This design comes from an exercise in tuning for small area on the open sky130 flow, not from production work. At most, simulation tests tie the RTL to the original design; equivalence was not proved. For runs 1 to 3, only the layout was checked, not whether the RTL still works. No activity file was given, so power comes from the tool's default toggle rates.

File: design/flow/constraint.sdc
create_clock -name core_clock -period 5.0 [get_ports {clk}]
set_input_delay 1.0000 -clock core_clock [delete_from_list [all_inputs] [get_ports {clk}]]
set_output_delay 1.0000 -clock core_clock [all_outputs]
set_load 0.01 [all_outputs]
File: design/flow/config.mk
export PLATFORM = sky130hd
export DESIGN_NAME = multi_tick_counter
export DESIGN_NICKNAME = multi_tick_counter
export VERILOG_FILES = /design/flow/design.v
export SDC_FILE = /design/flow/constraint.sdc
export NUM_CORES = 4
export LEC_CHECK = 0
export CAP_MARGIN = 20
export CORE_MARGIN = 2
export CORE_UTILIZATION = 40
export SLEW_MARGIN = 20
File: design/flow/standard.sh
#!/bin/bash
# synth_recipe.tcl (not shown) runs the flow's synth.tcl, then flattens the netlist and writes it again
# the make line also repeats each setting of config.mk as NAME=value (left out here)
make -C /OpenROAD-flow-scripts/flow DESIGN_CONFIG=/design/flow/config.mk WORK_HOME=/design/flow/orfs CLKGATE_MAP_FILE= SYNTH_SCRIPT=/design/flow/synth_recipe.tcl "${@:-finish}"
File: design/flow/flow/run.sh
#!/bin/bash
# Standard ORFS layout (the standard.sh, unchanged synthesis), with two placement/CTS
# options changed: ports are buffered with the smallest buffer, and CTS adds no dummy loads.
set -euo pipefail
bash standard.sh \
  "BUFFER_PORTS_ARGS=-buffer_cell sky130_fd_sc_hd__buf_1" \
  "CTS_ARGS=-sink_clustering_enable -repair_clock_nets -dont_use_dummy_load -buf_list sky130_fd_sc_hd__clkbuf_4" \
  finish > standard_make.log 2>&1
File: design/flow/design.v
module multi_tick_counter #(
    parameter int CLK_FREQ     = 50_000,
    parameter int NUM_CH       = 8,
    parameter int BIT_WIDTH    = 32,
    parameter int DVSR_W       = 16,
    parameter int DEFAULT_DVSR = 50_000,
    parameter int LED_CH       = 0
) (
    input  logic                        clk,
    input  logic                        rst,
    input  logic [NUM_CH-1:0]           ch_en,
    input  logic [NUM_CH-1:0]           ch_up,
    input  logic [NUM_CH-1:0]           ch_oneshot,
    input  logic [NUM_CH-1:0]           clr,
    input  logic                        cfg_wr,
    input  logic [$clog2(NUM_CH):0]     cfg_ch,
    input  logic [DVSR_W-1:0]           cfg_dvsr,
    input  logic [BIT_WIDTH-1:0]        cfg_limit,
    output logic [NUM_CH*BIT_WIDTH-1:0] count_out,
    output logic [NUM_CH-1:0]           tc_pulse,
    output logic [NUM_CH-1:0]           done,
    output logic                        heartbeat,
    output logic [3:0]                  led
);
    localparam int CH_W = $clog2(NUM_CH) + 1;
    localparam int HB_W = (CLK_FREQ > 1) ? $clog2(CLK_FREQ) : 1;
    localparam logic [DVSR_W-1:0] DVSR_RST = DVSR_W'(DEFAULT_DVSR);
    logic [NUM_CH-1:0][DVSR_W-1:0]    q_q;
    logic [NUM_CH-1:0][DVSR_W-1:0]    dvsr_q;
    logic [NUM_CH-1:0][BIT_WIDTH-1:0] count_q;
    logic [NUM_CH-1:0][BIT_WIDTH-1:0] limit_q;
    logic [NUM_CH-1:0]                done_q;
    logic [NUM_CH-1:0]                tc_q;
    logic [3:0]                       led_q;
    logic                             heartbeat_q;
    for (genvar i = 0; i < NUM_CH; i++) begin : g_ch
        logic                 cfg_hit;
        logic [DVSR_W-1:0]    dvsr_d, q_d, q_t;
        logic [BIT_WIDTH-1:0] limit_d, count_d, c_t, ld_val;
        logic                 q_eq, tick, active, lt, nz, term, step, load, tc_d, done_d;
        assign cfg_hit = cfg_wr && (cfg_ch == CH_W'(i));
        assign dvsr_d  = cfg_hit ? cfg_dvsr  : dvsr_q[i];
        assign limit_d = cfg_hit ? cfg_limit : limit_q[i];
        always_comb begin
            q_eq   = 1'b1;
            q_t[0] = 1'b1;
            for (int b = 0; b < DVSR_W; b++) begin
                q_eq = q_eq & ~(q_q[i][b] ^ dvsr_q[i][b]);
                if (b > 0) q_t[b] = q_t[b-1] & q_q[i][b-1];
            end
        end
        assign tick = ch_en[i] & q_eq;
        assign q_d = (tick | cfg_hit | clr[i]) ? '0 : (q_q[i] ^ (q_t & {DVSR_W{ch_en[i]}}));
        always_comb begin
            lt     = 1'b0;
            nz     = 1'b0;
            c_t[0] = 1'b1;
            for (int b = 0; b < BIT_WIDTH; b++) begin
                lt = (~count_q[i][b] & limit_q[i][b]) | (~(count_q[i][b] ^ limit_q[i][b]) & lt);
                nz = nz | count_q[i][b];
                if (b > 0) c_t[b] = c_t[b-1] & ~(count_q[i][b-1] ^ ch_up[i]);
            end
        end
        assign active = tick & ~(ch_oneshot[i] & done_q[i]);
        assign term   = ch_up[i] ? ~lt : ~nz;
        assign step   = active & ~term & ~clr[i];
        assign load   = clr[i] | (active & term & ~ch_oneshot[i]);
        assign ld_val = ch_up[i] ? '0 : (clr[i] ? limit_d : limit_q[i]);
        assign count_d = load ? ld_val : (count_q[i] ^ (c_t & {BIT_WIDTH{step}}));
        assign tc_d   = active & term & ~clr[i];
        assign done_d = (clr[i] | cfg_hit) ? 1'b0 : (done_q[i] | (active & term & ch_oneshot[i]));
        always_ff @(posedge clk or posedge rst) begin
            if (rst) begin
                q_q[i]     <= '0;
                count_q[i] <= '0;
                dvsr_q[i]  <= DVSR_RST;
                limit_q[i] <= '1;
                done_q[i]  <= 1'b0;
                tc_q[i]    <= 1'b0;
            end else begin
                q_q[i]     <= q_d;
                count_q[i] <= count_d;
                dvsr_q[i]  <= dvsr_d;
                limit_q[i] <= limit_d;
                done_q[i]  <= done_d;
                tc_q[i]    <= tc_d;
            end
        end
    end
    logic hb_wrap;
    if (CLK_FREQ == 50_000) begin : g_hb_lfsr
        localparam logic [15:0] HB_R = 16'h2004;
        localparam logic [15:0] HB_E = 16'hb002;
        logic [15:0] hb_q, hb_d;
        assign hb_wrap = (hb_q == HB_E);
        always_comb begin
            hb_d     = {hb_q[14:0], ~(hb_q[15] ^ hb_q[11] ^ hb_q[6] ^ hb_q[0])};
            hb_d[14] = hb_q[13] ^ hb_wrap;
        end
        always_ff @(posedge clk or posedge rst) begin
            if (rst) hb_q <= HB_R;
            else     hb_q <= hb_d;
        end
    end else begin : g_hb_bin
        localparam logic [HB_W-1:0] HB_LAST = HB_W'(CLK_FREQ - 1);
        logic [HB_W-1:0] hb_q;
        assign hb_wrap = (hb_q == HB_LAST);
        always_ff @(posedge clk or posedge rst) begin
            if (rst)          hb_q <= '0;
            else if (hb_wrap) hb_q <= '0;
            else              hb_q <= hb_q + HB_W'(1);
        end
    end
    always_ff @(posedge clk or posedge rst) begin
        if (rst) begin
            heartbeat_q <= 1'b0;
            led_q       <= '0;
        end else begin
            heartbeat_q <= heartbeat_q ^ hb_wrap;
            led_q       <= count_q[LED_CH][BIT_WIDTH-1 -: 4];
        end
    end
    assign count_out = count_q;
    assign tc_pulse  = tc_q;
    assign done      = done_q;
    assign heartbeat = heartbeat_q;
    assign led       = led_q;
endmodule
==> results of run 1 <==
flip-flops by register name, summed over array words and instances (netlist names):
name	flops
count_q	256
done_q	8
dvsr_q	128
g_hb_lfsr.hb_q	16
heartbeat_q	1
led_q	4
limit_q	256
q_q	128
tc_q	8
cell families (layout without fill, tap and decap cells):
logic type	Yosys count	after routing	synth area share
adder cells (fa/ha/maj)	256	256	0.06526
XOR/XNOR	559	559	0.09975
buffers and inverters	558	1022	0.04296
multiplexers	328	328	0.07191
AND/OR/NAND/NOR	2090	2090	0.2020
other	0	7	0
flip-flops	805	805	0.4182
AO/OA/AOI/OAI	726	726	0.09993
per-stage QoR:
stage	total power [W]	util	hold slack (ns)
finish	0.01927	0.4475	0.2255
global route	0.02055	0.4474	0.1379
CTS	0.01941	0.4471	0.05232
detailed placement	0.01467	0.4332	0.3610
global placement	0.01455	0.4331	0.3535
floorplan	0.01265	-	0.3472
worst max path at each step:
stage / startpoint / end / slack (ns) / cells after the start
after floorplan: rst / count_q[0]$_DFF_PP0_ / -6.80 / 1
after global placement: ch_up[1] / count_q[55]$_DFF_PP0_ / 0.82 / 11
after detailed placement: ch_up[1] / count_q[55]$_DFF_PP0_ / 0.76 / 11
after CTS: count_q[211]$_DFF_PP0_ / count_q[204]$_DFF_PP0_ / 0.87 / 11
after global routing: count_q[211]$_DFF_PP0_ / count_q[223]$_DFF_PP0_ / 0.53 / 11
final: count_q[211]$_DFF_PP0_ / count_q[204]$_DFF_PP0_ / 0.76 / 11
worst max-delay path, delay by kind of cell, from the launching register on:
| kind | cells | cell delay [ns] |
|---|---|---|
| AOI/OAI and AO/OA | 6 | 2.13 |
| adders and majority gates | 1 | 0.32 |
| buffers and inverters | 1 | 0.11 |
| DFF | 1 | 0.38 |
| and+or+nand+nor | 3 | 1.19 |
power groups by stage:
stage / clock (W) / combinational, W / sequential, W
floorplan: 0 / 0.00377 / 0.00888
global placement: 0 / 0.00542 / 0.00913
detailed placement: 0 / 0.00551 / 0.00916
CTS: 0.00480 / 0.00555 / 0.00906
global route: 0.00509 / 0.00623 / 0.00923
finish: 0.00462 / 0.00556 / 0.00909
metal layers:
layer,track usage,up-vias
li1,-,19550
met1,0.3576,20720
met2,0.4023,1496
met3,0.06031,352
met4,0.1258,8
met5,0,-
area by class of cell:
type	instances	area (um2)
tap	1625	2033
inverter	306	1152
sequential	805	20530
fill	11960	67250
clock buffer	223	1674
antenna	7	17.52
multi-input combinational	3959	26560
timing repair buffer	493	2504
layout by cell type, fill, tap and decap left out, types with 27 or more instances in the layout:
cell,instances
nand2_1,765
dfrtp_1,499
nor2_1,430
xnor2_1,397
buf_1,345
dfstp_2,306
inv_1,301
ha_1,256
clkbuf_4,223
mux2_2,197
nand3_1,196
xor2_1,162
or3_1,143
nor3_1,142
a21oi_1,133
mux2i_1,131
buf_4,117
o21ai_0,104
nand4_1,96
o22ai_1,96
nor4_1,93
a22oi_1,69
a21o_1,66
o21a_1,51
and3_1,39
a2111oi_0,37
and4_1,27
a211oi_1,27
==> results.json, run 1 <==
{
  "status": "no timing/DRC/antenna violations",
  "routed_wl_um": 169000,
  "overflow": 0,
  "clk_latency_ns": 1.16,
  "setup_viol": 0,
  "ys.flop_type": "dfrtp_1",
  "yosysUniqueCellTypes": 79,
  "synth_warnings": 1,
  "dp_hpwl_um": 117400,
  "netlist.area_leader.share": 0.2544,
  "p_comb_frac": 0.289,
  "slew_headroom": 0.1853,
  "netlist_area_mm2": 0.04908,
  "place.port_buffers": 363,
  "power.density_mw_per_mm2": 353.8,
  "place_area_mm2": 0.05272,
  "setup_slack_ns": 0.7565,
  "regToRegEndpoint": "count_q[204]$_DFF_PP0_",
  "detailroute.wirelength.met3_um": 13450,
  "min-delay-start": "ch_up[3]",
  "postCtsHoldBufs": 2,
  "cp-start-kind": "flop",
  "worst-r2r-cell-count": 11,
  "swShare": 0.3653,
  "worstPathCellList": "inv_1 > ha_1 > a21o_1 > a2111oi_0 > o211ai_1 > a211oi_1 > nor2_2 > nor4_4 > a21oi_2 > or3_1 > o21ai_0",
  "wl_met2_um": 74680,
  "cts_tree": "done",
  "cpPeakStageDelay_ns": 0.80,
  "die_height_um": 354.3,
  "cp_max_fo": 17,
  "syn_to_final_growth_pct": 10.97,
  "post-route-period-util": 0.8487,
  "core_mm2": 0.1217,
  "grt_max_degree": 125,
  "postLayoutCellArea_mm2": 0.05446,
  "ios": 364,
  "grt_pass1_wl_um": 255600,
  "num_rows": 128,
  "internal_power_w": 0.01223,
  "fin_cells": 7418,
  "max-cap-violations": 0,
  "path_clk_slew_ns": 0.06,
  "async_flop_share": 1.000,
  "hold_path_depth": 2,
  "clockRootBuffer": "clkbuf_4",
  "postRouteAntennaNets": 0,
  "pwr-share-seq": 0.471,
  "hold_violations": 0,
  "dieArea_mm2": 0.1255,
  "crit_slowest_cell": "a2111oi_0",
  "synthTopCellsByCount": "nand2_1, dfrtp_1, nor2_1, xnor2_1, dfstp_2",
  "vias": 42130,
  "ir_worst_vdd_v": 0.0002514,
  "crit_type": "reg -> reg",
  "syn_inst": 5322,
  "drc": 0,
  "dp_cells": 7185,
  "final.min_clock_period_ns": 4.244,
  "hold_end": "count_q[96]$_DFF_PP0_",
  "final-max-slew-violation-count": 0,
  "yosys-top-cells-area": "dfrtp_1, dfstp_2, xnor2_1, ha_1, nand2_1",
  "start_util": 0.4032,
  "synth_edf_count": 0,
  "synth_seq_cells": 805,
  "fin_skew_ns": 0.07427,
  "required_ns": 6.03,
  "cp-end-kind": "flop",
  "syn_area_per_cell_um2": 9.222,
  "clockPowerShare": 0.240,
  "reg2reg_from": "count_q[211]$_DFF_PP0_",
  "post-cts-setup-buffer-count": 0,
  "rrSetupSlack_ns": 0.76,
  "clock_path_buffers": 3,
  "cp.arrival_ns": 5.27,
  "drive_above_1_share": 0.1595,
  "dr.pass1.iters": 5,
  "cts_resized": 0,
  "dp_slack_ns": 0.7598,
  "max_freq_ghz": 0.2357,
  "fp.dieW_um": 354.3,
  "first_global_vias": 40990,
  "nets": 6131,
  "leakage_nw": 23.01,
  "place.gp.congestion": 0.9163,
  "synth_most_common_cell": "nand2_1",
  "rsz0062_at_grt": "no",
  "grtUsageTotal": 0.2651,
  "vias_per_cell": 5.679,
  "synth_top_cell_by_area": "dfrtp_1",
  "htree_levels": 4,
  "timing.setup.tns_ns": 0,
  "drt-met1-wl_um": 73240,
  "synth-seq-area-share": 0.4182,
  "cts_made_buffers": 223,
  "switching_power_w": 0.007039,
  "wl_per_cell_um": 22.79,
  "drt_iter0_drc": 3339,
  "clock-sinks": 805,
  "antenna_found_initial": 23,
  "worst_pin_slew_ns": 1.222,
  "topRoutingLayerUsed": "met5",
  "hold_path_class": "in -> reg"
}
==> run 2, diff against run 1 <==
--- a/design/flow/design.v
+++ b/design/flow/design.v
@@ -46,10 +46,10 @@
             q_t[0] = 1'b1;
             for (int b = 0; b < DVSR_W; b++) begin
-                q_eq = q_eq & ~(q_q[i][b] ^ dvsr_q[i][b]);
-                if (b > 0) q_t[b] = q_t[b-1] & q_q[i][b-1];
+                q_eq = q_eq & ~q_q[i][b];
+                if (b > 0) q_t[b] = q_t[b-1] & ~q_q[i][b-1];
             end
         end
         assign tick = ch_en[i] & q_eq;
-        assign q_d = (tick | cfg_hit | clr[i]) ? '0 : (q_q[i] ^ (q_t & {DVSR_W{ch_en[i]}}));
+        assign q_d = (tick | cfg_hit | clr[i]) ? dvsr_d : (q_q[i] ^ (q_t & {DVSR_W{ch_en[i]}}));
         always_comb begin
             lt     = 1'b0;
@@ -72,5 +72,5 @@
         always_ff @(posedge clk or posedge rst) begin
             if (rst) begin
-                q_q[i]     <= '0;
+                q_q[i]     <= DVSR_RST;
                 count_q[i] <= '0;
                 dvsr_q[i]  <= DVSR_RST;
==> design/flow/flow/run.sh (replaced) <==
#!/bin/bash
# Standard ORFS layout (the standard.sh, unchanged synthesis), with placement/CTS options
# changed: ports are buffered with the smallest buffer, and CTS uses small clock buffers in
# clusters of at most 8 sinks and adds no dummy loads.
set -euo pipefail
bash standard.sh \
  "BUFFER_PORTS_ARGS=-buffer_cell sky130_fd_sc_hd__buf_1" \
  "CTS_ARGS=-sink_clustering_enable -repair_clock_nets -dont_use_dummy_load -buf_list sky130_fd_sc_hd__clkbuf_4 -sink_clustering_size 8 -sink_clustering_max_diameter 50" \
  finish > standard_make.log 2>&1
==> run 2 against run 1 <==
  * Die area down 0.27%
  * Largest power group unchanged
  * Critical path type unchanged
  * Utilization down 0.41 points
  * Still clean on timing, DRC and antenna
  * Sequential power up 8.1%
  * Cell count fell by 4.5%
  * Flip-flop and latch count unchanged
  * Total power grew 5.0%
  * Combinational power up 21%
==> results.json, run 2 <==
{
  "status": "no timing/DRC/antenna violations",
  "setup_viol": 0,
  "cp.arrival_ns": 5.22,
  "dp_hpwl_um": 117100,
  "power.density_mw_per_mm2": 375.6,
  "synth_seq_cells": 805,
  "hold_path_depth": 3,
  "grt_pass1_wl_um": 254700,
  "fp.dieW_um": 353.8,
  "cp_max_fo": 18,
  "vias": 41050,
  "ys.flop_type": "dfrtp_1",
  "start_util": 0.4027,
  "max_freq_ghz": 0.2365,
  "worstPathCellList": "inv_1 > ha_1 > a21o_1 > a2111oi_0 > nand2_1 > or4_1 > o21ai_1 > a211o_1 > nand2_1 > or3_1 > o311ai_0",
  "syn_area_per_cell_um2": 9.735,
  "hold_path_class": "in -> reg",
  "die_height_um": 353.8,
  "dr.pass1.iters": 6,
  "min-delay-start": "ch_oneshot[2]",
  "holdWs_ns": 0.2261,
  "drt_iter0_drc": 3969,
  "postCtsHoldBufs": 1,
  "place.port_buffers": 363,
  "netlist_area_mm2": 0.04895,
  "hold_violations": 0,
  "syn_to_final_growth_pct": 10.10,
  "async_flop_share": 1.000,
  "synth_edf_count": 0,
  "post-route-period-util": 0.8455,
  "final.min_clock_period_ns": 4.227,
  "slew_headroom": 0.2741,
  "dieArea_mm2": 0.1252,
  "cts_made_buffers": 137,
  "clk_latency_ns": 1.12,
  "rsz0062_at_grt": "no",
  "layout_common_cells": "dfrtp_1, nor2_1, mux2_2",
  "place.gp.congestion": 0.9252,
  "synth_top_cell_by_area": "dfrtp_1",
  "core_mm2": 0.1216,
  "netlist.area_leader.share": 0.2306,
  "drive_above_1_share": 0.2139,
  "clock_path_buffers": 3,
  "cp-end-kind": "flop",
  "grt_max_degree": 151,
  "crit_type": "reg -> reg",
  "cts_tree": "done",
  "crit_slowest_cell": "a2111oi_0",
  "hold_end": "done_q[2]$_DFF_PP0_",
  "overflow": 0,
  "leakage_nw": 22.20,
  "synth_warnings": 1,
  "antenna_found_initial": 50,
  "first_global_vias": 39630,
  "cts_resized": 0,
  "synth-seq-area-share": 0.4206,
  "ir_worst_vdd_v": 0.0002386,
  "yosysUniqueCellTypes": 89,
  "final-max-slew-violation-count": 0,
  "timing.setup.tns_ns": 0,
  "required_ns": 5.99,
  "cp_common_cell": "nand2_1",
  "postRouteAntennaNets": 0,
  "fin_skew_ns": 0.09474,
  "worst_pin_slew_ns": 1.089,
  "clock-sinks": 805,
  "routed_wl_um": 169000,
  "post-cts-setup-buffer-count": 0,
  "vias_per_cell": 5.797,
  "final_common_cell": "dfrtp_1",
  "clockRootBuffer": "clkbuf_4",
  "cpPeakStageDelay_ns": 0.75,
  "htree_levels": 4,
  "worst-r2r-cell-count": 11,
  "rrSetupSlack_ns": 0.77,
  "ios": 364,
  "max-cap-violations": 0,
  "synth_most_common_cell": "dfrtp_1",
  "crit_family": "compound AO/OA/AOI/OAI gates",
  "largestRegisters": "count_q: 256 flops, limit_q: 256 flops",
  "postLayoutCellArea_mm2": 0.05389,
  "yosys-top-cells-area": "dfrtp_1, dfstp_2, mux2_2, ha_1, xnor2_1",
  "p_total_w": 0.02024,
  "place_area_mm2": 0.05277,
  "wl_per_cell_um": 23.86,
  "final_util": 0.4433,
  "syn_inst": 5028,
  "cp-start-kind": "flop",
  "num_rows": 128,
  "reg2reg_from": "count_q[116]$_DFF_PP0_",
  "synthTopCellsByCount": "dfrtp_1, nor2_1, mux2_2, nand2_1, dfstp_2",
  "grtUsageTotal": 0.2663,
  "drc": 0,
  "nets": 5773,
  "path_clk_slew_ns": 0.10,
  "regToRegEndpoint": "count_q[99]$_DFF_PP0_",
  "worst-path-buf-inv": 1
}
==> run 2: changes by cell type after synthesis, sizes merged, moves of 37 or more <==
cell	before	now
xor2	162	75
a22oi	69	32
a31oi	7	56
nand4	96	50
xnor2	397	277
o21ai	110	153
dfstp	306	354
dfrtp	499	451
mux2	197	417
nand2	765	362
nor3	144	182
nand3	196	156
==> run 2: layout make-up <==
type,count,area [um2]
diodes,28,70.07
repair buffers,523,2698
fillers,11890,67660
multi-input cells,3662,26340
well taps,1625,2033
inverters,301,1134
flip-flops and latches,805,20590
clock buffers,137,1028
==> run 2: worst max path at each step <==
stage                                      start               endpoint  cells past startpoint
after floorplan                              rst   count_q[0]$_DFF_PP0_                      1
after global placement                  ch_en[3]  count_q[99]$_DFF_PP0_                     10
after detailed placement                ch_en[3]  count_q[99]$_DFF_PP0_                     10
after CTS                 count_q[116]$_DFF_PP0_  count_q[99]$_DFF_PP0_                     11
after global routing      count_q[116]$_DFF_PP0_  count_q[98]$_DFF_PP0_                     11
final                     count_q[116]$_DFF_PP0_  count_q[99]$_DFF_PP0_                     11
==> run 2: layer usage <==
metal  track usage  up-vias  part of all wire
li1              -    18870                 -
met1        0.3841    20280              0.45
met2        0.3920     1577              0.43
met3       0.04985      306             0.083
met4        0.1065       14             0.036
met5             0        -           0.00056
==> run 2: kinds of logic after synthesis <==
| family | count (synthesis) | synth area share |
|---|---|---|
| xor gates and xnor gates | 352 | 0.06298 |
| and+or+nand+nor | 1663 | 0.1679 |
| DFF | 805 | 0.4206 |
| muxes | 538 | 0.1207 |
| AOI/OAI and AO/OA | 853 | 0.1192 |
| adders and majority gates | 256 | 0.06544 |
| buffers and inverters | 561 | 0.04317 |
==> run 2: power breakdown <==
group | internal (W) | leakage [nW] | switching [W]
clock | 0.00126 | 0.630 | 0.00244
combinational | 0.00300 | 12.1 | 0.00372
sequential | 0.00835 | 9.49 | 0.00149
==> run 2: through the flow <==
stage / cells / setup WS [ns]
detailed placement: 6914 / 0.4234
global route: 7062 / 0.5095
finish: 7081 / 0.7725
global placement: 6914 / 0.4442
floorplan: 5028 / -6.762
CTS: 7052 / 0.7936
==> run 2: worst min-delay path, cell delays in order <==
cell	delay, ns
buf_1	0.13
a31oi_1	0.15
nor2_1	0.04
==> run 3, diff against run 2 <==
--- a/design/flow/config.mk
+++ b/design/flow/config.mk
@@ -8,4 +8,5 @@
 export CAP_MARGIN = 20
 export CORE_MARGIN = 2
-export CORE_UTILIZATION = 40
+export CORE_UTILIZATION = 65
+export PLACE_DENSITY = 0.75
 export SLEW_MARGIN = 20
==> run 3 against run 2 <==
  * Largest power group unchanged
  * Total power is 2.0% lower
  * Synthesized cell count stayed put
  * Wire length is 11% lower
  * Global-route usage is 12 points higher
  * Final area is 2.0% lower
  * Still clean on timing, DRC and antenna
==> results.json, run 3 <==
{
  "ys.flop_type": "dfrtp_1",
  "drt_iter0_drc": 4351,
  "clk_latency_ns": 0.97,
  "status": "no timing/DRC/antenna violations",
  "grt_max_degree": 121,
  "power.density_mw_per_mm2": 375.6,
  "met2_usage": 0.5608,
  "internal_power_w": 0.01240,
  "hold_violations": 0,
  "cp.arrival_ns": 4.96,
  "cp_max_fo": 24,
  "die_height_um": 278.4,
  "use_met3": 0.1002,
  "clockPowerShare": 0.170,
  "crit_path_start": "count_q[179]$_DFF_PP0_",
  "grtUsageTotal": 0.3853,
  "grt_pass1_wl_um": 232300,
  "pwr-share-seq": 0.496,
  "leakage_nw": 22.02,
  "regToRegEndpoint": "count_q[183]$_DFF_PP0_",
  "place.port_buffers": 363,
  "synth_top_cell_by_area": "dfrtp_1",
  "async_flop_share": 1.000,
  "post-cts-setup-buffer-count": 0,
  "syn_to_final_growth_pct": 7.870,
  "final-max-slew-violation-count": 0,
  "first_global_vias": 39610,
  "num_rows": 100,
  "synth_warnings": 1,
  "vias_per_cell": 6.507,
  "netlist_area_mm2": 0.04895,
  "hold_path_class": "in -> async",
  "synthTopCellsByCount": "dfrtp_1, nor2_1, mux2_2, nand2_1, dfstp_2",
  "busiest_layer": "met2",
  "synth_most_common_cell": "dfrtp_1",
  "drive_above_1_share": 0.2082,
  "crit_type": "reg -> reg",
  "synth-seq-area-share": 0.4206,
  "setup_viol": 0,
  "timing.setup.tns_ns": 0,
  "grtUsageMet1": 0.5280,
  "clock_path_buffers": 3,
  "cp-start-kind": "flop",
  "core_mm2": 0.07445,
  "rsz0062_at_grt": "no",
  "switching_power_w": 0.007430,
  "worst-r2r-cell-count": 11,
  "postRouteAntennaNets": 0,
  "p_total_w": 0.01983,
  "required_ns": 5.78,
  "worst_pin_slew_ns": 1.258,
  "max_freq_ghz": 0.2389,
  "yosys-top-cells-area": "dfrtp_1, dfstp_2, mux2_2, ha_1, xnor2_1",
  "p_comb_frac": 0.335,
  "postCtsHoldBufs": 0,
  "swShare": 0.3747,
  "fin_skew_ns": 0.09341,
  "wl_per_cell_um": 23.63,
  "reg2reg_from": "count_q[179]$_DFF_PP0_",
  "vias": 41580,
  "place.gp.congestion": 0.9687,
  "rrSetupSlack_ns": 0.81,
  "dr.pass1.iters": 6,
  "clock-sinks": 805,
  "filler_cell_count": 5814,
  "drc": 0,
  "dp_slack_ns": 0.3916,
  "cts_tree": "done",
  "clockRootBuffer": "clkbuf_4",
  "ios": 364,
  "synth_edf_count": 0,
  "cts_resized": 0,
  "post-route-period-util": 0.8373,
  "final_common_cell": "dfrtp_1",
  "cp-end-kind": "flop",
  "setup_slack_ns": 0.8136,
  "synth_seq_cells": 805,
  "yosysUniqueCellTypes": 89,
  "syn_inst": 5028,
  "max-cap-violations": 0,
  "largestRegisters": "count_q: 256 flops, limit_q: 256 flops",
  "final.min_clock_period_ns": 4.186,
  "nets": 5740,
  "antenna_found_initial": 20,
  "htree_levels": 3,
  "postLayoutCellArea_mm2": 0.05280,
  "routed_wl_um": 151000,
  "slew_headroom": 0.1616,
  "dp_hpwl_um": 104000,
  "start_util": 0.6575,
  "place_area_mm2": 0.05185,
  "dieArea_mm2": 0.07751,
  "layout_common_cells": "dfrtp_1, nor2_1, mux2_2",
  "path_clk_slew_ns": 0.10,
  "cts_made_buffers": 118,
  "netlist.area_leader.share": 0.2306,
  "fp.dieW_um": 278.4,
  "overflow": 0,
  "syn_area_per_cell_um2": 9.735,
  "ir_worst_vdd_v": 0.0002305
}
## run 3: cell counts after synthesis
No cell type changed its count.
## run 3: final cells by class
cell class / count / area, um2 / share of cell area
Tap cell: 969 / 1212 / 0.02296
Clock buffer: 118 / 885.9 / 0.01678
Multi-Input combinational cell: 3662 / 26340 / 0.4988
Inverter: 301 / 1134 / 0.02147
Timing Repair Buffer: 509 / 2579 / 0.04884
Sequential cell: 805 / 20590 / 0.3899
Antenna cell: 27 / 67.56 / 0.001280
## run 3: per-stage QoR
stage | utilization | hold WS (ns) | instances
5_1_grt | 0.7085 | 0.2524 | 6370
3_5_place_dp | 0.6964 | 0.3574 | 6246
3_3_place_gp | 0.6964 | 0.3578 | 6246
2_1_floorplan | - | 0.3472 | 5028
4_1_cts | 0.7083 | 0.2260 | 6364
6_report | 0.7092 | 0.2767 | 6391
## run 3: layer usage
layer	share of wire	vias up
met5	0.00034	-
met4	0.056	8
met3	0.10	431
met2	0.43	2047
met1	0.41	20310
li1	-	18790
## run 3: worst max path at each step
| stage | end | slack, ns | cells after the start |
|---|---|---|---|
| floorplan | count_q[0]$_DFF_PP0_ | -6.76 | 1 |
| global placement | count_q[57]$_DFF_PP0_ | 0.52 | 10 |
| detailed placement | count_q[59]$_DFF_PP0_ | 0.39 | 10 |
| CTS | count_q[99]$_DFF_PP0_ | 0.91 | 11 |
| global route | count_q[122]$_DFF_PP0_ | 0.48 | 11 |
| finish | count_q[183]$_DFF_PP0_ | 0.81 | 11 |
## run 3: power groups by stage
stage / Combinational (W) / Clock, W / Sequential [W]
detailed placement: 0.00653 / 0 / 0.00989
global route: 0.00738 / 0.00365 / 0.0100
CTS: 0.00657 / 0.00342 / 0.00978
finish: 0.00664 / 0.00336 / 0.00983
global placement: 0.00633 / 0 / 0.00983
floorplan: 0.00471 / 0 / 0.00955
## run 3: worst max-delay path, stage by stage (launching register included)
cell and delay, ns:
dfrtp_1 0.56, inv_1 0.14, ha_1 0.22, a21o_1 0.16, a2111oi_0 0.90, o311a_1 0.35, a211oi_1 0.12, nor2_1 0.19
nor4b_2 0.26, buf_4 0.39, nor2_1 0.30, o41ai_1 0.41
## run 3: logic make-up after synthesis
family | after synthesis | share of synthesized area
simple gates | 1663 | 0.1679
compound gates | 853 | 0.1192
flops | 805 | 0.4206
buf+inv | 561 | 0.04317
mux | 538 | 0.1207
xor+xnor | 352 | 0.06298
fa+ha+maj | 256 | 0.06544
==> run 4, diff against run 3 <==
--- a/design/flow/design.v
+++ b/design/flow/design.v
@@ -26,8 +26,8 @@
     localparam int HB_W = (CLK_FREQ > 1) ? $clog2(CLK_FREQ) : 1;
     localparam logic [DVSR_W-1:0] DVSR_RST = DVSR_W'(DEFAULT_DVSR);
-    logic [NUM_CH-1:0][DVSR_W-1:0]    q_q;
-    logic [NUM_CH-1:0][DVSR_W-1:0]    dvsr_q;
+    logic [NUM_CH-1:0][DVSR_W-1:0]    q_x, q_q;
+    logic [NUM_CH-1:0][DVSR_W-1:0]    dvsr_x, dvsr_q;
     logic [NUM_CH-1:0][BIT_WIDTH-1:0] count_q;
-    logic [NUM_CH-1:0][BIT_WIDTH-1:0] limit_q;
+    logic [NUM_CH-1:0][BIT_WIDTH-1:0] limit_x, limit_q;
     logic [NUM_CH-1:0]                done_q;
     logic [NUM_CH-1:0]                tc_q;
@@ -39,4 +39,7 @@
         logic [BIT_WIDTH-1:0] limit_d, count_d, c_t, ld_val;
         logic                 q_eq, tick, active, lt, nz, term, step, load, tc_d, done_d;
+        assign q_q[i]     = q_x[i] ^ DVSR_RST;
+        assign dvsr_q[i]  = dvsr_x[i] ^ DVSR_RST;
+        assign limit_q[i] = ~limit_x[i];
         assign cfg_hit = cfg_wr && (cfg_ch == CH_W'(i));
         assign dvsr_d  = cfg_hit ? cfg_dvsr  : dvsr_q[i];
@@ -57,5 +60,5 @@
             c_t[0] = 1'b1;
             for (int b = 0; b < BIT_WIDTH; b++) begin
-                lt = (~count_q[i][b] & limit_q[i][b]) | (~(count_q[i][b] ^ limit_q[i][b]) & lt);
+                lt = (~count_q[i][b] & limit_q[i][b]) | (~count_q[i][b] & lt) | (limit_q[i][b] & lt);
                 nz = nz | count_q[i][b];
                 if (b > 0) c_t[b] = c_t[b-1] & ~(count_q[i][b-1] ^ ch_up[i]);
@@ -72,15 +75,15 @@
         always_ff @(posedge clk or posedge rst) begin
             if (rst) begin
-                q_q[i]     <= DVSR_RST;
+                q_x[i]     <= '0;
                 count_q[i] <= '0;
-                dvsr_q[i]  <= DVSR_RST;
-                limit_q[i] <= '1;
+                dvsr_x[i]  <= '0;
+                limit_x[i] <= '0;
                 done_q[i]  <= 1'b0;
                 tc_q[i]    <= 1'b0;
             end else begin
-                q_q[i]     <= q_d;
+                q_x[i]     <= q_d ^ DVSR_RST;
                 count_q[i] <= count_d;
-                dvsr_q[i]  <= dvsr_d;
-                limit_q[i] <= limit_d;
+                dvsr_x[i]  <= dvsr_d ^ DVSR_RST;
+                limit_x[i] <= ~limit_d;
                 done_q[i]  <= done_d;
                 tc_q[i]    <= tc_d;
@@ -92,5 +95,6 @@
         localparam logic [15:0] HB_R = 16'h2004;
         localparam logic [15:0] HB_E = 16'hb002;
-        logic [15:0] hb_q, hb_d;
+        logic [15:0] hb_x, hb_q, hb_d;
+        assign hb_q = hb_x ^ HB_R;    
         assign hb_wrap = (hb_q == HB_E);
         always_comb begin
@@ -99,6 +103,6 @@
         end
         always_ff @(posedge clk or posedge rst) begin
-            if (rst) hb_q <= HB_R;
-            else     hb_q <= hb_d;
+            if (rst) hb_x <= '0;
+            else     hb_x <= hb_d ^ HB_R;
         end
     end else begin : g_hb_bin
==> design/flow/flow/run.sh (replaced) <==
#!/bin/bash
# Standard ORFS layout (the standard.sh, unchanged synthesis) with these changes:
# Yosys/ABC buffers are removed at floorplan, ports are buffered with the smallest buffer,
# and CTS uses small clock buffers in clusters of at most 8 sinks, with no dummy loads.
set -euo pipefail
bash standard.sh \
  "REMOVE_ABC_BUFFERS=1" \
  "BUFFER_PORTS_ARGS=-buffer_cell sky130_fd_sc_hd__buf_1" \
  "CTS_ARGS=-sink_clustering_enable -repair_clock_nets -dont_use_dummy_load -buf_list sky130_fd_sc_hd__clkbuf_4 -sink_clustering_size 8 -sink_clustering_max_diameter 40" \
  finish > standard_make.log 2>&1
--- a/design/flow/config.mk
+++ b/design/flow/config.mk
@@ -6,7 +6,8 @@
 export NUM_CORES = 4
 export LEC_CHECK = 0
-export CAP_MARGIN = 20
+export CAP_MARGIN = 10
 export CORE_MARGIN = 2
 export CORE_UTILIZATION = 65
+export GPL_TIMING_DRIVEN = 0
 export PLACE_DENSITY = 0.75
-export SLEW_MARGIN = 20
+export SLEW_MARGIN = 10
==> run 4 against run 3 <==
  * Still clean
  * Sequential share of layout area grew 1.6 points
  * Fmax fell by 11%
  * Global-route usage is 0.17 points higher
  * Largest cell class unchanged
  * Highest routed layer unchanged
==> results.json, run 4 <==
{
  "synth_edf_count": 0,
  "wl_met2_um": 63680,
  "die_height_um": 270.6,
  "max_freq_ghz": 0.2121,
  "antenna_found_initial": 23,
  "ir_worst_vdd_v": 0.0002580,
  "yosys-top-cells-area": "dfrtp_1, o21ai_0, nand2_1, xnor2_1, nor2_1",
  "leakage_nw": 19.91,
  "grt_pass1_wl_um": 222600,
  "place.gp.congestion": 0.9587,
  "core_mm2": 0.07015,
  "cp_max_fo": 25,
  "cp.arrival_ns": 5.52,
  "cts_made_buffers": 144,
  "power.density_mw_per_mm2": 346.2,
  "timing.setup.tns_ns": 0,
  "drive_above_1_share": 0.08440,
  "yosysUniqueCellTypes": 94,
  "multi_input_area_mm2": 0.02439,
  "dp_hpwl_um": 95570,
  "ys.flop_type": "dfrtp_1",
  "routed_wl_um": 143200,
  "topRoutingLayerUsed": "met5",
  "cpPeakStageDelay_ns": 0.74,
  "syn_inst": 5228,
  "rsz0062_at_grt": "yes",
  "p_total_w": 0.01719,
  "overflow": 0,
  "num_rows": 97,
  "wl_per_cell_um": 22.54,
  "synth_warnings": 1,
  "synth_xor_area_frac": 0.07263,
  "netlist.area_leader.share": 0.4362,
  "crit_slowest_cell": "nor3_4",
  "largestRegisters": "count_q: 256 flops, limit_x: 256 flops",
  "status": "no timing/DRC/antenna violations",
  "htree_levels": 4,
  "synthAdderAreaFrac": 0.005418,
  "dp_cells": 6184,
  "dr.pass1.iters": 7,
  "hold_path_class": "in -> reg",
  "place.port_buffers": 363,
  "final-max-slew-violation-count": 0,
  "synthSimpleGateAreaFrac": 0.1997,
  "setup_slack_ns": 0.2843,
  "synth_top_cell_by_area": "dfrtp_1",
  "synth_top_family_by_area": "compound AO/OA/AOI/OAI gates",
  "synth-compound-area-share": 0.2010,
  "dieArea_mm2": 0.07320,
  "synth_seq_cells": 805,
  "cts_tree": "done",
  "vias": 41800,
  "fin_cells": 6353,
  "fin_skew_ns": 0.1066,
  "nets": 5488,
  "synthMuxAreaShare": 0.04465,
  "async_flop_share": 1.000,
  "worstPathCellList": "or4_1 > or3_1 > o31ai_1 > o21ai_0 > or4_1 > nor3_4 > or2_2 > o21ai_0",
  "clk_latency_ns": 1.02,
  "grt_max_degree": 110,
  "cp-end-kind": "flop",
  "drt-met1-wl_um": 57190,
  "max-cap-violations": 0,
  "slew_headroom": 0.08954,
  "holdWs_ns": 0.3094,
  "postRouteAntennaNets": 0,
  "crit_type": "reg -> reg",
  "cp-start-kind": "flop",
  "worst_pin_slew_ns": 1.366,
  "syn_area_per_cell_um2": 8.834,
  "filler_cell_count": 5774,
  "synth_most_common_cell": "dfrtp_1",
  "drt_iter0_drc": 4935,
  "syn_to_final_growth_pct": 7.469,
  "clock-sinks": 805,
  "post-route-period-util": 0.9431,
  "ios": 364,
  "path_clk_slew_ns": 0.07,
  "final_common_cell": "dfrtp_1",
  "vias_per_cell": 6.579,
  "area.sequential_mm2": 0.02014,
  "crit_family": "simple AND/OR/NAND/NOR gates",
  "hold_violations": 0,
  "grtUsageTotal": 0.3870,
  "start_util": 0.6584,
  "clock_path_buffers": 3,
  "first_global_vias": 38720,
  "drc": 0,
  "final.min_clock_period_ns": 4.716,
  "dp_slack_ns": -0.7685,
  "netlist_area_mm2": 0.04619,
  "synthTopCellsByCount": "dfrtp_1, nand2_1, o21ai_0, nor2_1, clkbuf_1",
  "layout_common_cells": "dfrtp_1, nand2_1, o21ai_0",
  "worst-path-buf-inv": 0,
  "fp.dieW_um": 270.6,
  "post-cts-setup-buffer-count": 0,
  "required_ns": 5.81,
  "detailroute.wirelength.met3_um": 15350,
  "synth-seq-area-share": 0.4362,
  "setup_viol": 0,
  "clockRootBuffer": "clkbuf_4"
}
run 4: per-stage QoR:
stage            util  cell area (um2)
4_1_cts        0.7061            49540
3_5_place_dp   0.6904            48430
3_3_place_gp   0.6726            47190
2_1_floorplan       -            44650
5_1_grt        0.7070            49600
6_report       0.7076            49640
run 4: routing by layer:
layer  up-vias  GRT usage
met5         -          0
met3       376     0.1047
met1     20070     0.5269
met4         8     0.2101
li1      19260          -
met2      2089     0.5642
run 4: path summary, 6_finish.rpt:
| kind | startpoint | to | slack (ns) | cells past startpoint |
|---|---|---|---|---|
| min in group asynchronous | rst | count_q[219]$_DFF_PP0_ | 0.59 | 3 |
| max in group asynchronous | rst | limit_x[8]$_DFF_PP0_ | 2.63 | 6 |
| max | count_q[73]$_DFF_PP0_ | count_q[93]$_DFF_PP0_ | 0.28 | 8 |
| max reg2reg | count_q[73]$_DFF_PP0_ | count_q[93]$_DFF_PP0_ | 0.28 | 8 |
| min reg2reg | g_hb_lfsr.hb_x[8]$_DFF_PP0_ | g_hb_lfsr.hb_x[9]$_DFF_PP0_ | 0.36 | 0 |
| min | ch_oneshot[6] | done_q[6]$_DFF_PP0_ | 0.31 | 3 |
run 4: logic make-up (layout without fill, tap and decap cells):
family                     after synthesis  after routing
and+or+nand+nor                       1886           1887
AOI/OAI and AO/OA                     1449           1449
DFF                                    805            805
buffers and inverters                  492            654
xor gates and xnor gates               383            383
muxes                                  190            190
adders and majority gates               23             23
other                                    0             22
run 4: cell type report:
cell class                      instances  area share
Multi-Input combinational cell       3932      0.4914
Tap cell                              940     0.02370
Clock buffer                          144     0.02178
Antenna cell                           22    0.001109
Sequential cell                       805      0.4058
Timing Repair Buffer                  422     0.04936
Inverter                               88    0.006806
run 4: tightest hold or removal path: cells and delay by family:
family / cells / cell delay, ns
compound gates: 1 / 0.06
buf+inv: 1 / 0.11
simple gates: 1 / 0.08
run 4: power breakdown:
| part | switching [W] | internal, W |
|---|---|---|
| combinational | 0.00251 | 0.00190 |
| clock | 0.00230 | 0.00132 |
| sequential | 0.00151 | 0.00764 |
| total | 0.00632 | 0.0109 |
run 4: repair_timing:
action,4_1_cts,5_1_grt
endpoints found under the setup margin,18,51
gates cloned,0,1
pin swaps,0,1
hold buffers,1,0
hold endpoints to repair,22,0
resized for setup,2,5
==> run 5, diff against run 4 <==
--- a/design/flow/config.mk
+++ b/design/flow/config.mk
@@ -6,8 +6,8 @@
 export NUM_CORES = 4
 export LEC_CHECK = 0
-export CAP_MARGIN = 10
+export CAP_MARGIN = 20
 export CORE_MARGIN = 2
 export CORE_UTILIZATION = 65
 export GPL_TIMING_DRIVEN = 0
 export PLACE_DENSITY = 0.75
-export SLEW_MARGIN = 10
+export SLEW_MARGIN = 20
==> run 5 against run 4 <==
  * Critical path depth unchanged
  * Final area up 0.16%
  * Clock power about the same
  * Utilization up 0.11 points
  * Critical endpoint is now count_q[88]$_DFF_PP0_
==> results.json, run 5 <==
{
  "post-route-period-util": 0.9411,
  "fin_skew_ns": 0.09841,
  "clock-sinks": 805,
  "timing.setup.tns_ns": 0,
  "yosys-top-cells-area": "dfrtp_1, o21ai_0, nand2_1, xnor2_1, nor2_1",
  "slew_headroom": 0.1125,
  "place.port_buffers": 363,
  "ios": 364,
  "worst_pin_slew_ns": 1.331,
  "synth_seq_cells": 805,
  "synth_warnings": 1,
  "hold_path_class": "in -> reg",
  "clockRootBuffer": "clkbuf_4",
  "place.gp.congestion": 0.9587,
  "cp_max_fo": 25,
  "leakage_nw": 19.95,
  "status": "no timing/DRC/antenna violations",
  "ys.flop_type": "dfrtp_1",
  "max-cap-violations": 0,
  "syn_area_per_cell_um2": 8.834,
  "drc": 0,
  "cp_common_cell": "or4_1",
  "routed_wl_um": 143400,
  "overflow": 0,
  "vias": 41870,
  "grtUsageTotal": 0.3879,
  "syn_to_final_growth_pct": 7.637,
  "num_rows": 97,
  "path_clk_slew_ns": 0.08,
  "vias_per_cell": 6.588,
  "postRouteAntennaNets": 0,
  "crit_type": "reg -> reg",
  "clockPowerShare": 0.210,
  "async_flop_share": 1.000,
  "p_comb_frac": 0.258,
  "internal_power_w": 0.01086,
  "final-max-slew-violation-count": 0,
  "nets": 5490,
  "cpPeakStageDelay_ns": 0.73,
  "yosysUniqueCellTypes": 94,
  "required_ns": 5.83,
  "final.min_clock_period_ns": 4.706,
  "worst-path-buf-inv": 0,
  "layout_common_cells": "dfrtp_1, nand2_1, o21ai_0",
  "ir_worst_vdd_v": 0.0002354,
  "dp_hpwl_um": 95930,
  "switching_power_w": 0.006333,
  "crit_slowest_cell": "nor3_4",
  "synth_edf_count": 0,
  "dieArea_mm2": 0.07320,
  "hold_violations": 0,
  "grt_max_degree": 100,
  "final_common_cell": "dfrtp_1",
  "setup_viol": 0,
  "power.density_mw_per_mm2": 345.8,
  "largestRegisters": "count_q: 256 flops, limit_x: 256 flops",
  "synth_top_cell_by_area": "dfrtp_1",
  "antenna_found_initial": 20,
  "netlist_area_mm2": 0.04619,
  "grt_pass1_wl_um": 222900,
  "cp.arrival_ns": 5.53,
  "rsz0062_at_grt": "no",
  "synth_most_common_cell": "dfrtp_1",
  "die_height_um": 270.6,
  "drt_iter0_drc": 4901,
  "crit_family": "simple AND/OR/NAND/NOR gates",
  "clock_path_buffers": 3,
  "dr.pass1.iters": 6,
  "cp-end-kind": "flop",
  "place_area_mm2": 0.04854,
  "start_util": 0.6584,
  "cts_tree": "done",
  "syn_inst": 5228,
  "first_global_vias": 38750,
  "netlist.area_leader.share": 0.4362,
  "core_mm2": 0.07015,
  "max_freq_ghz": 0.2125,
  "wl_per_cell_um": 22.57,
  "htree_levels": 4,
  "drive_above_1_share": 0.08752,
  "fp.dieW_um": 270.6,
  "synthTopCellsByCount": "dfrtp_1, nand2_1, o21ai_0, nor2_1, clkbuf_1",
  "cts_made_buffers": 142,
  "synth-seq-area-share": 0.4362,
  "cp-start-kind": "flop",
  "worstPathCellList": "or4_1 > or3_1 > o31ai_1 > o21ai_0 > or4_1 > nor3_4 > or2_2 > o22ai_1",
  "postLayoutCellArea_mm2": 0.04971,
  "swShare": 0.3684,
  "clk_latency_ns": 1.04,
  "pwr-share-seq": 0.532
}
==> run 5: cell counts after synthesis <==
Identical to the previous run, type by type.
==> run 5: worst paths after layout <==
check | start | end | slack, ns | depth (start not counted)
worst max-delay path | count_q[73]$_DFF_PP0_ | count_q[88]$_DFF_PP0_ | 0.29 | 8
worst min-delay path | ch_oneshot[6] | done_q[6]$_DFF_PP0_ | 0.31 | 3
worst max register to register | count_q[73]$_DFF_PP0_ | count_q[88]$_DFF_PP0_ | 0.29 | 8
worst min register to register | g_hb_lfsr.hb_x[8]$_DFF_PP0_ | g_hb_lfsr.hb_x[9]$_DFF_PP0_ | 0.36 | 0
max in group asynchronous | rst | count_q[72]$_DFF_PP0_ | 1.89 | 8
min in group asynchronous | rst | dvsr_x[52]$_DFF_PP0_ | 0.62 | 3
==> run 5: area by class of cell <==
type | count | area [um2]
Tap cell | 940 | 1176
Timing Repair Buffer | 426 | 2506
Sequential cell | 805 | 20140
Fill cell | 5789 | 20440
Clock buffer | 142 | 1066
Inverter | 88 | 337.8
Multi-Input combinational cell | 3932 | 24430
Antenna cell | 22 | 55.05
==> run 5: cells by family (layout without fill, tap and decap cells) <==
kind of cell | count (synthesis) | after routing | share of synthesized area
AOI/OAI and AO/OA | 1449 | 1449 | 0.2010
xor gates and xnor gates | 383 | 383 | 0.07263
adders and majority gates | 23 | 23 | 0.005418
buffers and inverters | 492 | 656 | 0.04047
DFF | 805 | 805 | 0.4362
muxes | 190 | 190 | 0.04465
other | 0 | 22 | 0
and+or+nand+nor | 1886 | 1887 | 0.1997
==> run 5: per-layer routing <==
layer  up-vias  wire length, um  GRT usage
li1      19240                -          -
met1     20190            57990     0.5323
met2      2067            63350     0.5725
met3       365            15500     0.1003
met4         2             6589     0.1934
met5         -               13          0
==> run 5: power by group through the flow <==
stage / Sequential [W] / Clock [W] / Combinational [W]
after floorplan: 0.00896 / 0 / 0.00295
after global placement: 0.00919 / 0 / 0.00415
after detailed placement: 0.00921 / 0 / 0.00436
after CTS: 0.00909 / 0.00366 / 0.00439
after global routing: 0.00933 / 0.00394 / 0.00493
final: 0.00915 / 0.00361 / 0.00443
==> run 5: metrics by stage <==
step                power, W    util  setup WS [ns]  hold WS [ns]  instances
finish               0.01719  0.7087         0.2945        0.3148       6355
global route         0.01821  0.7082        0.07737        0.2676       6343
CTS                  0.01714  0.7072        0.06980        0.2445       6331
detailed placement   0.01358  0.6919        -0.6174        0.3674       6188
global placement     0.01334  0.6726         -27.61        0.3575       6127
floorplan            0.01191       -         -18.61        0.3540       4824
==> run 5: tightest hold or removal path, stage by stage <==
cell	delay [ns]
buf_1	0.11
nand3_1	0.08
a21oi_1	0.06
==> run 5: what timing repair did <==
item | 4_1_cts | 5_1_grt
endpoints found under the setup margin | 0 | 53
setup buffers | 0 | 0
hold buffers | 1 | 0
resized for setup | 0 | 5
endpoints found under the hold margin | 1 | 0
==> run 6, diff against run 5 <==
==> design/flow/flow/run.sh (replaced) <==
#!/bin/bash
# Standard ORFS layout (the standard.sh, unchanged synthesis) with these changes:
# Yosys/ABC buffers are removed at floorplan, input ports are buffered with buf_2 and output
# ports with buf_1 (flow/buffer_ports.tcl), and CTS uses small clock buffers in clusters of
# at most 8 sinks, with no dummy loads.
set -euo pipefail
HERE=$(pwd)
bash standard.sh \
  "REMOVE_ABC_BUFFERS=1" \
  "DONT_BUFFER_PORTS=1" \
  "PRE_GLOBAL_PLACE_TCL=$HERE/flow/buffer_ports.tcl" \
  "CTS_ARGS=-sink_clustering_enable -repair_clock_nets -dont_use_dummy_load -buf_list sky130_fd_sc_hd__clkbuf_4 -sink_clustering_size 8 -sink_clustering_max_diameter 40" \
  finish > standard_make.log 2>&1
==> design/flow/flow/buffer_ports.tcl (new file) <==
# Sourced by ORFS before global placement (PRE_GLOBAL_PLACE_TCL): buffer every input port
# with buf_2 (they fan out to all eight channels) and every output port with buf_1;
# DONT_BUFFER_PORTS=1 then skips ORFS's own buffer_ports call.
buffer_ports -inputs -buffer_cell sky130_fd_sc_hd__buf_2
buffer_ports -outputs -buffer_cell sky130_fd_sc_hd__buf_1
==> run 6 against run 5 <==
  * Setup slack worse by 0.076 ns
  * Still clean on timing, DRC and antenna
  * Clock power about the same
  * Synthesized cell count unchanged
==> results.json, run 6 <==
{
  "drt_iter0_drc": 4779,
  "synth_seq_cells": 805,
  "synth_edf_count": 0,
  "place.gp.congestion": 0.9534,
  "post-cts-setup-buffer-count": 0,
  "dr.pass1.iters": 6,
  "path_clk_slew_ns": 0.09,
  "final.min_clock_period_ns": 4.781,
  "yosysUniqueCellTypes": 94,
  "syn_area_per_cell_um2": 8.834,
  "vias_per_cell": 6.601,
  "hold_end": "q_x[48]$_DFF_PP0_",
  "status": "no timing/DRC/antenna violations",
  "max-cap-violations": 0,
  "netlist_area_mm2": 0.04619,
  "power.density_mw_per_mm2": 347.0,
  "reg2reg_from": "count_q[73]$_DFF_PP0_",
  "crit_type": "reg -> reg",
  "leakage_nw": 19.95,
  "synth-seq-area-share": 0.4362,
  "syn_to_final_growth_pct": 7.144,
  "overflow": 0,
  "core_mm2": 0.07015,
  "wl_per_cell_um": 22.62,
  "cp-start-kind": "flop",
  "ios": 364,
  "fin_skew_ns": 0.07123,
  "ir_worst_vdd_v": 0.0002542,
  "final_util": 0.7054,
  "synthTopCellsByCount": "dfrtp_1, nand2_1, o21ai_0, nor2_1, clkbuf_1",
  "fp.dieW_um": 270.6,
  "grtUsageTotal": 0.3881,
  "first_global_vias": 38820,
  "syn_inst": 5228,
  "rrSetupSlack_ns": 0.22,
  "antenna_found_initial": 18,
  "cp-end-kind": "flop",
  "ys.flop_type": "dfrtp_1",
  "clockRootBuffer": "clkbuf_4",
  "htree_levels": 4,
  "regToRegEndpoint": "count_q[84]$_DFF_PP0_",
  "setup_viol": 0,
  "drc": 0,
  "hold_path_depth": 3,
  "vias": 41890,
  "synth_most_common_cell": "dfrtp_1",
  "clock-sinks": 805,
  "slew_headroom": 0.2812,
  "min-delay-start": "ch_en[3]",
  "clock_path_buffers": 3,
  "hold_violations": 0,
  "async_flop_share": 1.000,
  "nets": 5476,
  "synth_warnings": 1,
  "largestRegisters": "count_q: 256 flops, limit_x: 256 flops",
  "grt_pass1_wl_um": 223600,
  "rsz0062_at_grt": "yes",
  "dieArea_mm2": 0.07320,
  "final-max-slew-violation-count": 0,
  "final_common_cell": "dfrtp_1",
  "start_util": 0.6584,
  "layout_common_cells": "dfrtp_1, nand2_1, o21ai_0",
  "grt_max_degree": 102,
  "die_height_um": 270.6,
  "routed_wl_um": 143600,
  "max_freq_ghz": 0.2091,
  "p_total_w": 0.01717,
  "netlist.area_leader.share": 0.4362,
  "drive_above_1_share": 0.09351,
  "required_ns": 5.78,
  "num_rows": 97,
  "dp_hpwl_um": 94960,
  "yosys-top-cells-area": "dfrtp_1, o21ai_0, nand2_1, xnor2_1, nor2_1",
  "post-route-period-util": 0.9563,
  "hold_path_class": "in -> reg",
  "postRouteAntennaNets": 0,
  "cts_tree": "done",
  "cp.arrival_ns": 5.56,
  "clk_latency_ns": 1.02,
  "worst-r2r-cell-count": 8,
  "synth_top_cell_by_area": "dfrtp_1",
  "cp_max_fo": 25,
  "place.port_buffers": 363,
  "worst_pin_slew_ns": 1.065,
  "cts_made_buffers": 142
}
==> run 6: cell count changes in the layout (fill, tap and decap cells not counted), moves of 2 or more <==
cell | previous run | this run
buf_1 | 322 | 277
diode_2 | 22 | 27
clkbuf_2 | 2 | 0
buf_4 | 4 | 13
buf_12 | 10 | 2
buf_2 | 48 | 87
buf_6 | 11 | 9
buf_16 | 21 | 16
==> run 6: worst max path at each step <==
stage                          startpoint                    end  depth (start not counted)
global placement                      rst  limit_x[78]$_DFF_PP0_                          2
detailed placement               ch_en[2]  count_q[76]$_DFF_PP0_                         10
finish              count_q[73]$_DFF_PP0_  count_q[84]$_DFF_PP0_                          8
floorplan                             rst   count_q[0]$_DFF_PP0_                          1
global route            q_x[32]$_DFF_PP0_  count_q[78]$_DFF_PP0_                          9
CTS                     q_x[32]$_DFF_PP0_  count_q[84]$_DFF_PP0_                          9
==> run 6: kinds of logic after synthesis <==
logic type	count (synthesis)	share of synthesized area
compound gates	1449	0.2010
xor+xnor	383	0.07263
fa+ha+maj	23	0.005418
buf+inv	492	0.04047
flops	805	0.4362
mux	190	0.04465
simple gates	1886	0.1997
==> run 6: layer usage <==
layer | GRT usage | share of wire | vias up
met3 | 0.09497 | 0.10 | 356
met1 | 0.5286 | 0.41 | 20220
met4 | 0.2047 | 0.048 | 4
li1 | - | - | 19220
met2 | 0.5764 | 0.44 | 2097
met5 | 0 | 0.00016 | -
==> run 6: worst max-delay path, cell delays in order, from the launching register on <==
cell and delay [ns]:
dfrtp_1 0.53, or4_1 0.65, or3_1 0.34, o31ai_1 0.56, o21ai_0 0.27, or4_1 0.68, nor3_4 0.73, or2_2 0.62
o22ai_1 0.17
==> run 6: stage by stage <==
stage / setup slack [ns] / hold slack [ns] / TNS (ns) / instance area [um2] / cells
final: 0.2185 / 0.2958 / 0 / 49490 / 6346
after global routing: -0.07207 / 0.2497 / -0.4417 / 49420 / 6322
after CTS: 0.04721 / 0.1912 / 0 / 49400 / 6319
after detailed placement: -0.5570 / 0.3648 / -19.88 / 48320 / 6176
after global placement: -27.58 / 0.3571 / - / 47290 / 6127
after floorplan: -18.61 / 0.3540 / - / 44650 / 4824
==> run 6: repair_timing <==
| item | in CTS | in global routing |
|---|---|---|
| hold endpoints to repair | 40 | 0 |
| setup endpoints to repair | 0 | 43 |
| hold buffers | 1 | 0 |
| resized for setup | 0 | 3 |
==> run 6: area by class of cell <==
cell class | instances | area [um2]
multi-input combinational | 3931 | 24410
fill | 5781 | 20660
sequential | 805 | 20140
timing repair buffer | 413 | 2285
tap | 940 | 1176
clock buffer | 142 | 1066
inverter | 88 | 337.8
antenna | 27 | 67.56
==> run 6: where the power goes <==
| part | internal, W | switching [W] | leakage [nW] |
|---|---|---|---|
| clock | 0.00130 | 0.00230 | 0.653 |
| sequential | 0.00764 | 0.00151 | 10.0 |
| combinational | 0.00190 | 0.00252 | 9.25 |
| total | 0.0108 | 0.00633 | 19.9 |
==> run 7, diff against run 6 <==
==> design/flow/flow/run.sh (replaced) <==
#!/bin/bash
# Standard ORFS layout (the standard.sh, unchanged synthesis) with these changes:
# Yosys/ABC buffers are removed at floorplan; input ports are buffered with buf_2 and output
# ports with buf_1 (flow/buffer_ports.tcl); post-placement repair uses only small buffers
# (flow/pre_resize.tcl); CTS uses small clock buffers in clusters of at most 8 sinks, with
# no dummy loads.
set -euo pipefail
HERE=$(pwd)
bash standard.sh \
  "REMOVE_ABC_BUFFERS=1" \
  "DONT_BUFFER_PORTS=1" \
  "PRE_GLOBAL_PLACE_TCL=$HERE/flow/buffer_ports.tcl" \
  "PRE_RESIZE_TCL=$HERE/flow/pre_resize.tcl" \
  "CTS_ARGS=-sink_clustering_enable -repair_clock_nets -dont_use_dummy_load -buf_list sky130_fd_sc_hd__clkbuf_4 -sink_clustering_size 8 -sink_clustering_max_diameter 40" \
  finish > standard_make.log 2>&1
==> design/flow/flow/pre_resize.tcl (new file) <==
# Sourced by ORFS before the post-placement repair_design (PRE_RESIZE_TCL): keep the large
# buffers out of slew/capacitance repair, so high-fanout nets get trees of small buffers.
set_dont_use {
  sky130_fd_sc_hd__buf_6 sky130_fd_sc_hd__buf_8 sky130_fd_sc_hd__buf_12 sky130_fd_sc_hd__buf_16
  sky130_fd_sc_hd__bufbuf_8 sky130_fd_sc_hd__bufbuf_16 sky130_fd_sc_hd__bufinv_8
  sky130_fd_sc_hd__bufinv_16 sky130_fd_sc_hd__clkbuf_8 sky130_fd_sc_hd__clkbuf_16
  sky130_fd_sc_hd__clkdlybuf4s15_2 sky130_fd_sc_hd__clkdlybuf4s18_2
  sky130_fd_sc_hd__clkdlybuf4s25_2 sky130_fd_sc_hd__clkdlybuf4s50_2
}
==> run 7 against run 6 <==
  * Largest power group unchanged
  * Sequential share of layout area up 0.32 points
  * Clock power about the same
  * Synthesized cell count unchanged
  * Register-to-register slack better by 0.21 ns
  * Wire length about the same
  * Final area down 0.79%
  * Still clean on timing, DRC and antenna
  * Die area unchanged
  * Critical endpoint is now count_q[127]$_DFF_PP0_
  * Flip-flop and latch count unchanged
  * Setup slack better by 0.21 ns
==> results.json, run 7 <==
{
  "p_total_w": 0.01713,
  "yosysUniqueCellTypes": 94,
  "overflow": 0,
  "drt-met1-wl_um": 57640,
  "yosys-top-cells-area": "dfrtp_1, o21ai_0, nand2_1, xnor2_1, nor2_1",
  "routed_wl_um": 143400,
  "max-cap-violations": 0,
  "synth_top_cell_by_area": "dfrtp_1",
  "async_flop_share": 1.000,
  "ys.flop_type": "dfrtp_1",
  "dr.pass1.iters": 6,
  "dp_slack_ns": -0.6136,
  "drc": 0,
  "crit_slowest_cell": "nor4b_1",
  "syn_to_final_growth_pct": 6.299,
  "netlist.area_leader.share": 0.4362,
  "final-max-slew-violation-count": 0,
  "start_util": 0.6584,
  "leakage_nw": 19.80,
  "vias": 41630,
  "core_mm2": 0.07015,
  "synth_warnings": 1,
  "clockRootBuffer": "clkbuf_4",
  "syn_area_per_cell_um2": 8.834,
  "synth_seq_cells": 805,
  "postLayoutCellArea_mm2": 0.04909,
  "layout_common_cells": "dfrtp_1, nand2_1, o21ai_0",
  "synthTopCellsByCount": "dfrtp_1, nand2_1, o21ai_0, nor2_1, clkbuf_1",
  "dp_cells": 6178,
  "final.min_clock_period_ns": 4.574,
  "nets": 5483,
  "dieArea_mm2": 0.07320,
  "dp_hpwl_um": 94510,
  "slew_headroom": 0.2894,
  "first_global_vias": 38680,
  "cpPeakStageDelay_ns": 0.82,
  "fp.dieW_um": 270.6,
  "hold_violations": 0,
  "clk_latency_ns": 1.06,
  "ir_worst_vdd_v": 0.0002639,
  "topRoutingLayerUsed": "met5",
  "largestRegisters": "count_q: 256 flops, limit_x: 256 flops",
  "cp-end-kind": "flop",
  "fin_skew_ns": 0.09036,
  "synth_most_common_cell": "dfrtp_1",
  "cp.arrival_ns": 5.51,
  "grtUsageTotal": 0.3872,
  "final_common_cell": "dfrtp_1",
  "wl_met2_um": 63100,
  "crit_type": "reg -> reg",
  "hold_path_class": "in -> reg",
  "clock_path_buffers": 3,
  "htree_levels": 4,
  "area.sequential_mm2": 0.02014,
  "cts_made_buffers": 141,
  "detailroute.wirelength.met3_um": 15030,
  "vias_per_cell": 6.556,
  "multi_input_area_mm2": 0.02441,
  "num_rows": 97,
  "drive_above_1_share": 0.09432,
  "power.density_mw_per_mm2": 348.8,
  "post-route-period-util": 0.9149,
  "antenna_found_initial": 21,
  "cp-start-kind": "flop",
  "grt_pass1_wl_um": 222900,
  "netlist_area_mm2": 0.04619,
  "die_height_um": 270.6,
  "drt_iter0_drc": 4562,
  "filler_cell_count": 5814,
  "max_freq_ghz": 0.2186,
  "rsz0062_at_grt": "no",
  "wl_per_cell_um": 22.59,
  "worst_pin_slew_ns": 1.053,
  "required_ns": 5.93,
  "cts_tree": "done",
  "grt_max_degree": 102,
  "synth_edf_count": 0,
  "rrSetupSlack_ns": 0.43,
  "postRouteAntennaNets": 0,
  "place.port_buffers": 363,
  "ios": 364,
  "place.gp.congestion": 0.9534,
  "clock-sinks": 805,
  "cp_max_fo": 11,
  "path_clk_slew_ns": 0.08,
  "setup_slack_ns": 0.4256,
  "status": "no timing/DRC/antenna violations",
  "worstPathCellList": "nor4b_1 > nand4b_1 > nor4_1 > nand4bb_1 > inv_1 > a31oi_1 > or3_1 > or4_1 > o211ai_1",
  "syn_inst": 5228,
  "fin_cells": 6350,
  "setup_viol": 0,
  "place_area_mm2": 0.04787,
  "synth-seq-area-share": 0.4362
}
[run 7: cell counts after synthesis]
Identical to the previous run, type by type.
[run 7: routing by layer]
| metal | GRT usage | vias up |
|---|---|---|
| met1 | 0.5261 | 20090 |
| met5 | 0 | - |
| met3 | 0.1030 | 381 |
| met4 | 0.2063 | 10 |
| li1 | - | 19230 |
| met2 | 0.5691 | 1921 |
[run 7: timing repair]
item,in CTS,in global routing
resized for setup,1,2
buffers inserted,0,4
hold buffers,1,0
setup endpoints to repair,12,35
pin swaps,0,2
gates cloned,0,1
endpoints found under the hold margin,50,0
[run 7: worst max-delay path, delay by kind of cell (launching register included)]
family	cells	cell delay, ns
compound gates	2	0.45
simple gates	6	3.49
flops	1	0.42
buf+inv	1	0.12
[run 7: cell type report]
| type | instances | area share |
|---|---|---|
| Clock buffer | 141 | 0.02156 |
| Multi-Input combinational cell | 3932 | 0.4971 |
| Timing Repair Buffer | 420 | 0.03892 |
| Tap cell | 940 | 0.02396 |
| Inverter | 88 | 0.006881 |
| Antenna cell | 24 | 0.001223 |
| Sequential cell | 805 | 0.4103 |
[run 7: path summary, 6_finish.rpt]
check,depth (start not counted),to,from
worst max-delay path,9,count_q[127]$_DFF_PP0_,q_x[49]$_DFF_PP0_
worst max register to register,9,count_q[127]$_DFF_PP0_,q_x[49]$_DFF_PP0_
worst min-delay path,3,q_x[0]$_DFF_PP0_,ch_en[0]
max in group asynchronous,6,count_q[84]$_DFF_PP0_,rst
worst min register to register,0,g_hb_lfsr.hb_x[6]$_DFF_PP0_,g_hb_lfsr.hb_x[5]$_DFF_PP0_
min in group asynchronous,3,g_hb_lfsr.hb_x[7]$_DFF_PP0_,rst
[run 7: cells by family (layout without fill, tap and decap cells)]
group	count (synthesis)	count (layout)	share of synthesized area
flops	805	805	0.4362
fa+ha+maj	23	23	0.005418
simple gates	1886	1887	0.1997
xor+xnor	383	383	0.07263
buf+inv	492	649	0.04047
mux	190	190	0.04465
other cells	0	24	0
compound gates	1449	1449	0.2010
[run 7: where the power goes]
part	internal (W)	leakage (nW)	switching, W	total [W]
logic	0.00187	9.11	0.00250	0.00437
clock network	0.00129	0.649	0.00231	0.00360
registers	0.00764	10.0	0.00151	0.00916
total	0.0108	19.8	0.00632	0.0171
[run 7: through the flow]
stage / utilization / TNS [ns] / hold WS [ns]
global route: 0.6994 / 0 / 0.2061
CTS: 0.6977 / 0 / 0.1827
floorplan: - / - / 0.3540
detailed placement: 0.6824 / -22.26 / 0.3648
finish: 0.6999 / 0 / 0.2683
global placement: 0.6742 / - / 0.3571

what the ideal ports hide:
The results above use ideal ports. As a check the final layouts listed here were re-extracted and re-timed, cells and wires unchanged. Step 1, drivers: a clkbuf_16 drives clk and a buf_2 each remaining input, both assumed. Step 2, shift: input delay + t, output delay - t, t = (earliest + latest rising clock arrival at the registers) / 2. This alone moves slack from input paths to output paths. Slacks: no drivers / after step 1 / after step 2; pairs: no drivers / after step 1.
run | shift t [ns] | setup WS [ns] | latest minus earliest clock arrival (ns)
run 1 | 1.191 | 0.756 / 0.756 / 0.618 | 0.075 / 0.076
run 2 | 1.151 | 0.773 / 0.773 / 0.368 | 0.099 / 0.100
run 3 | 0.992 | 0.814 / 0.814 / 0.424 | 0.103 / 0.103
run 4 | 1.034 | 0.284 / 0.284 / -0.423 | 0.111 / 0.111
run 5 | 1.056 | 0.294 / 0.294 / -0.439 | 0.100 / 0.101
run 6 | 1.050 | 0.219 / 0.218 / -0.398 | 0.093 / 0.093
run 7 | 1.078 | 0.426 / 0.426 / -0.215 | 0.110 / 0.110
With both steps, setup timing fails in run 4, run 5, run 6 and run 7, where it was met with ideal ports. The setup slack of run 5, which loses most, moves by 0.000 ns with the drivers and by -0.733 ns with both steps.
